Background: an optimization exercise with open tools, aiming at small area. Do not read the settings as production practice.
RTL that was checked went through simulation tests only; none was proved equivalent to the original.
Power is estimated from default activity; no workload was simulated. The clock port is modelled as an ideal driver; clocking choices that lean on that would not hold on a real chip.

// rv32i_core
module rv32i_core (
   input  logic        clock,
   input  logic        rst_n,
   output logic        wb_cyc,
   output logic        wb_stb,
   output logic [31:0] wb_adr,
   input  logic [31:0] wb_dat,
   input  logic        wb_ack,
   output logic        retire_valid,
   output logic [31:0] retire_pc,
   output logic [4:0]  retire_rd,
   output logic [31:0] retire_rd_value,
   output logic        retire_rd_write,
   output logic        halted
);
Settings: LEC_CHECK=0, CAP_MARGIN=20, CORE_MARGIN=2, CORE_UTILIZATION=65, PLACE_DENSITY=0.75, SLEW_MARGIN=20; clock period 13.0 ns.
standard.sh (not shown) runs the stock make flow with config.mk's settings and CLKGATE_MAP_FILE= SYNTH_SCRIPT=/design/flow/synth_recipe.tcl, a recipe that flattens the netlist after the stock synthesis.
==> flow/flow/run.sh <==
#!/bin/bash
# Own layout flow: the standard layout (standard.sh) with these changes.
#  - Synthesis: the standard flow's synthesis script unchanged, except that ABC maps the
#    logic with an area-oriented script (area.abc). The registers are mapped
#    before ABC runs, so they are the standard synthesis's registers.
#  - Clock tree: larger sink clusters and no dummy loads (fewer clock buffers).
#  - Port buffers: the smallest buffer cell. Every port still gets a buffer.
# Tool output: standard.log here, and ORFS's per-step logs under orfs/logs.
set -euo pipefail
W=$PWD
{ head -n 1 synth_recipe.tcl; cat flow/abc_override.tcl; tail -n +2 synth_recipe.tcl; } > own_synth.tcl
sed "s|SYNTH_SCRIPT=[^ ]*|SYNTH_SCRIPT=$W/own_synth.tcl|" standard.sh > own_standard.sh
grep -q "SYNTH_SCRIPT=$W/own_synth.tcl" own_standard.sh
export OWN_ABC_SCRIPT=$W/flow/area.abc
export CTS_ARGS="-sink_clustering_enable -repair_clock_nets -dont_use_dummy_load -sink_clustering_size 30 -sink_clustering_max_diameter 100"
export BUFFER_PORTS_ARGS="-buffer_cell sky130_fd_sc_hd__buf_1"
bash own_standard.sh > standard.log 2>&1
==> flow/flow/abc_override.tcl <==
# ABC with an area-oriented mapping script in place of ORFS's default one
proc abc {args} {
  set i [lsearch -exact $args -script]
  if {$i >= 0} { set args [lreplace $args [expr {$i + 1}] [expr {$i + 1}] $::env(OWN_ABC_SCRIPT)] }
  set j [lsearch -exact $args -D]
  if {$j >= 0} { set args [lreplace $args $j [expr {$j + 1}]] }
  yosys abc {*}$args
}
==> flow/flow/area.abc <==
strash
dch -f
amap
topo
==> next run, changes <==
--- a/flow/design.v
+++ b/flow/design.v
@@ -18,21 +18,21 @@
    logic       sA;      
    logic       sB;      
    logic       sF;      
    logic       sH;      
    logic       clr;     
    wire ph0  = (ph == 5'd0);
    wire ph31 = (ph == 5'd31);
    wire req = sF | (sB & ph31);
    wire ack = req & wb_ack;
    localparam logic [2:0] C_OP = 3'd0, C_OPIMM = 3'd1, C_LUI = 3'd2, C_AUIPC = 3'd3,
-                          C_BR = 3'd4, C_FENCE = 3'd5, C_JAL = 3'd6, C_JALR = 3'd7;
+                          C_BR = 3'd4, C_JAL = 3'd5, C_JALR = 3'd6, C_FENCE = 3'd7;
    logic [2:0] dcls;
    logic       dlegal;
    always_comb begin
       dlegal = 1'b1;
       case (wb_dat[6:0])
          7'h33:   dcls = C_OP;
          7'h13:   dcls = C_OPIMM;
          7'h37:   dcls = C_LUI;
          7'h17:   dcls = C_AUIPC;
          7'h63:   dcls = C_BR;
@@ -70,59 +70,72 @@
          cls <= dcls;
       end
    end
    wire isOP    = (cls == C_OP);
    wire isOPIMM = (cls == C_OPIMM);
    wire isLUI   = (cls == C_LUI);
    wire isAUIPC = (cls == C_AUIPC);
    wire isBR    = (cls == C_BR);
    wire isJAL   = (cls == C_JAL);
    wire isJALR  = (cls == C_JALR);
-   wire isALU   = (cls[2:1] == 2'b00);
-   wire jump    = (cls[2:1] == 2'b11);
-   wire writes  = ~cls[2] | cls[1];
+   wire isALU   = isOP | isOPIMM;
+   wire jump    = isJAL | isJALR;
+   wire writes  = isALU | isLUI | isAUIPC | jump;
    wire [2:0] f3  = ins[14:12];
    wire [4:0] rd  = ins[11:7];
    wire [4:0] rs1 = ins[19:15];
    wire [4:0] rs2 = ins[24:20];
    wire       alt = (ins[31:25] == 7'b0100000);
    wire isSLL = isALU & (f3 == 3'b001);
    wire isSR  = isALU & (f3 == 3'b101);
    wire isSLT = isALU & (f3[2:1] == 2'b01);
    wire sub   = isOP & alt & (f3 == 3'b000);
    wire isI = isJALR | isOPIMM;
-   wire isU = (cls[2:1] == 2'b01);
+   wire isU = isLUI | isAUIPC;
    wire isB = isBR;
    wire isJ = isJAL;
-   wire [31:0] V = {ins[31:12], ins[31], ins[30:20]};
-   wire lane = V[ph];
-   logic laneC, imm;
-   always_comb begin
+   logic laneA, laneB, laneC, imm;
+   wire [31:0] insU = {ins[31:12], 12'd0};
+   always_comb begin
+      case (ph[3:0])
+         4'd0:  laneA = ins[20];
+         4'd1:  laneA = ins[21];
+         4'd2:  laneA = ins[22];
+         4'd3:  laneA = ins[23];
+         4'd4:  laneA = ins[24];
+         4'd5:  laneA = ins[25];
+         4'd6:  laneA = ins[26];
+         4'd7:  laneA = ins[27];
+         4'd8:  laneA = ins[28];
+         4'd9:  laneA = ins[29];
+         default: laneA = ins[30];
+      endcase
+      laneB = insU[ph];
       case (ph[1:0])
-         2'd1:    laneC = ins[8];
-         2'd2:    laneC = ins[9];
-         2'd3:    laneC = ins[10];
+         2'd1:  laneC = ins[8];
+         2'd2:  laneC = ins[9];
+         2'd3:  laneC = ins[10];
          default: laneC = ins[11];
       endcase
    end
    wire lo11 = (ph < 5'd11);
    wire lo5  = (ph < 5'd5);
    wire lo20 = (ph < 5'd20);
    always_comb begin
       if (lo11) begin
          if (isU | ((isB | isJ) & ph0)) imm = 1'b0;
          else if (isB & lo5)            imm = laneC;
-         else                           imm = lane;
+         else                           imm = laneA;
       end else if (ph == 5'd11) begin
          imm = isB ? ins[7] : isJ ? ins[20] : (isI & ins[31]);
       end else begin
-         imm = (isU | (isJ & lo20)) ? lane : ins[31];
+         imm = (isU | (isJ & lo20)) ? laneB : ins[31];
       end
    end
    logic [31:0] rbit;
    logic        wd;
    wire         wdr = wd & ~clr;
    wire         wen = sB & (clr | writes);
    wire [3:0]   we_hi = {4{wen}} & (clr ? 4'hf : (4'b0001 << rd[4:3]));
    wire [7:0]   we_lo = clr ? 8'hff : (8'b0000_0001 << rd[2:0]);
    assign rbit[0] = 1'b0;
    genvar r;
The changed run ran to the end with no violations.
Wire length rises by about 2.8%.
Core utilization falls by 0.77 points.
Setup slack is worse by 0.38 ns.
Non-clock buffer count rises by 5.
Sequential cell count is unchanged.
Hold slack is better by 0.0057 ns.
Clock-buffer cell count does not change.

Another version of the RTL of rv32i_core (not shown whole).
Size: ~1,700 cells after synthesis, ~1,100 flip-flops, roughly 26,000 sq um of cells after synthesis.
clock: 13.0 ns
lec_check: 0
cap_margin: 20
core_margin: 2
core_utilization: 65
place_density: 0.75
slew_margin: 20
==> flow/flow/run.sh <==
#!/bin/bash
# Own layout flow: the standard layout (standard.sh) with these changes.
#  - Synthesis: the standard flow's synthesis script unchanged, except that ABC maps the
#    logic with an area-oriented script (area.abc). The registers are mapped
#    before ABC runs, so they are the standard synthesis's registers.
#  - Clock tree: small leaf buffers under a strong root, no dummy loads.
#  - Port buffers: the smallest buffer cell. Every port still gets a buffer.
# Tool output: standard.log here, and ORFS's per-step logs under orfs/logs.
set -euo pipefail
W=$PWD
{ head -n 1 synth_recipe.tcl; cat flow/abc_override.tcl; tail -n +2 synth_recipe.tcl; } > own_synth.tcl
sed "s|SYNTH_SCRIPT=[^ ]*|SYNTH_SCRIPT=$W/own_synth.tcl|" standard.sh > own_standard.sh
grep -q "SYNTH_SCRIPT=$W/own_synth.tcl" own_standard.sh
export OWN_ABC_SCRIPT=$W/flow/area.abc
export CTS_ARGS="-sink_clustering_enable -repair_clock_nets -dont_use_dummy_load -root_buf sky130_fd_sc_hd__clkbuf_16 -buf_list sky130_fd_sc_hd__clkbuf_4 -sink_clustering_size 10 -sink_clustering_max_diameter 40"
export BUFFER_PORTS_ARGS="-buffer_cell sky130_fd_sc_hd__buf_1"
bash own_standard.sh > standard.log 2>&1
Scripts as last shown in full above: flow/flow/abc_override.tcl, flow/flow/area.abc
Change:
--- a/flow/design.v
+++ b/flow/design.v
@@ -12,20 +12,21 @@
    output logic [4:0]  retire_rd,
    output logic [31:0] retire_rd_value,
    output logic        retire_rd_write,
    output logic        halted
 );
    logic [4:0] ph;
    logic       sA;      
    logic       sB;      
    logic       sF;      
    logic       sH;      
+   logic       clr;     
    wire ph0  = (ph == 5'd0);
    wire ph31 = (ph == 5'd31);
    wire req = sF | (sB & ph31);
    wire ack = req & wb_ack;
    localparam logic [2:0] C_OP = 3'd0, C_OPIMM = 3'd1, C_LUI = 3'd2, C_AUIPC = 3'd3,
                           C_BR = 3'd4, C_FENCE = 3'd5, C_JAL = 3'd6, C_JALR = 3'd7;
    logic [2:0] dcls;
    logic       dlegal;
    always_comb begin
       dlegal = 1'b1;
@@ -34,32 +35,33 @@
          7'h13:   dcls = C_OPIMM;
          7'h37:   dcls = C_LUI;
          7'h17:   dcls = C_AUIPC;
          7'h63:   dcls = C_BR;
          7'h6f:   dcls = C_JAL;
          7'h67:   dcls = C_JALR;
          7'h0f:   dcls = C_FENCE;
          default: begin dcls = C_FENCE; dlegal = 1'b0; end
       endcase
    end
-   wire clr  = sB & sH;
    wire waiting = ~sA & ~sB & ~sF & ~sH;
    always_ff @(posedge clock or negedge rst_n) begin
       if (!rst_n) begin
          ph  <= 5'd0;
          sA  <= 1'b0;
          sB  <= 1'b1;
          sF  <= 1'b0;
-         sH  <= 1'b1;
+         sH  <= 1'b0;
+         clr <= 1'b1;
       end else begin
          ph  <= ph + 5'd1;
-         sH  <= (sH & ~(sB & ph31)) | (ack & ~dlegal);
+         clr <= clr & ~ph31;
+         sH  <= sH | (ack & ~dlegal);
          sF  <= req & ~ack;
          if (ph31) begin
             sB <= sA;
             sA <= (ack & dlegal) | waiting;
          end
       end
    end
    logic [31:7] ins;
    logic [2:0]  cls;
    always_ff @(posedge clock) begin
@@ -134,22 +136,21 @@
    endgenerate
    wire rs1v = rbit[rs1];
    wire rs2v = rbit[rs2];
    logic [31:0] F;       
    logic [31:0] P;       
    logic [31:0] R;       
    logic        npc;
    logic        ra;
    wire pcA = ~ph0 & F[0];
    always_ff @(posedge clock) begin
-      if (sA | (sB & ~ph31)) F[31:1] <= {sA ? rs1v : npc, F[31:2]};
-      F[0] <= F[1];    
+      if (sA | (sB & ~ph31)) F <= {sA ? rs1v : npc, F[31:1]};
       P <= {sA ? pcA : P[0], P[31:1]};
       R <= {sA ? ra : wd, R[31:1]};
    end
    assign wb_cyc = req;
    assign wb_stb = req;
    assign wb_adr = {F[31:1], 1'b0};
    logic cy;
    wire bop    = isOP ? rs2v : imm;
    wire cmpb   = (isOP | isBR) ? rs2v : imm;
    wire inject = jump ? (ph == 5'd2) : (ph == 5'd1);
@@ -205,12 +206,12 @@
       else if (isSLL) wd = R[0] & cond;
       else if (isSLT) wd = ph0 ? lt : R[0];
       else            wd = R[0];
    end
    assign npc = ~clr & ((jump | taken) ? R[1] : sum);
    assign retire_valid    = sB & ph31 & ~clr;
    assign retire_pc       = {P[0], P[31:1]};
    assign retire_rd       = rd;
    assign retire_rd_value = {wd, R[31:1]};
    assign retire_rd_write = writes & (rd != 5'd0);
-   assign halted          = sH & ~sB;
+   assign halted          = sH;
 endmodule
=> Worst setup slack got worse by 0.25 ns; wire length climbs by 2.8%; critical path depth increases by 3; die area stays flat; final cell count decreases by 0.41%; sequential power climbs by about 2%; final area is about the same; sequential share of layout area grows by 0.16 points; count of clock-buffer cells in the layout stays the same; fmax came out lower by 2.4%; first-iteration DRC count is higher by 8.1%; flip-flop and latch count is higher by 1; utilization barely changes.
No functional check of the RTL was part of the first run of this note.

[separate check: timing with driven ports]
No port has a modelled driver above. Below, the same layouts with a new extraction and two added sets of constraints. Step 1 (the two cells are an assumption about what drives the block):
set clk [get_ports {clock}]
set_driving_cell -lib_cell sky130_fd_sc_hd__clkbuf_16 $clk
set_driving_cell -lib_cell sky130_fd_sc_hd__buf_2 [delete_from_list [all_inputs] $clk]
Step 2 times the ports against the registers' clock, not the clock port: input delays grow and output delays shrink by t, the midpoint of the rising clock arrivals with the driver on. Slacks: ideal / step 1 / step 2; pairs: ideal / step 1.
| run | shift t [ns] | setup slack, ns | worst setup path after step 2 | slew at the worst register clock pin (ns) | worst slew at a driven data input, ns |
|---|---|---|---|---|---|
| the first run of note 1 | 0.637 | 2.695 / 2.637 / 3.275 | register to output | 0.12 / 0.12 | 0.08 |
| the second run of note 1 | 0.625 | 2.312 / 2.256 / 2.881 | register to output | 0.12 / 0.12 | 0.07 |
| the first run of note 2 | 0.637 | 2.970 / 2.914 / 3.550 | register to output | 0.11 / 0.11 | 0.06 |
| the second run of note 2 | 0.629 | 2.721 / 2.665 / 3.294 | register to output | 0.11 / 0.11 | 0.08 |
After both steps setup and hold are still met in every run listed.
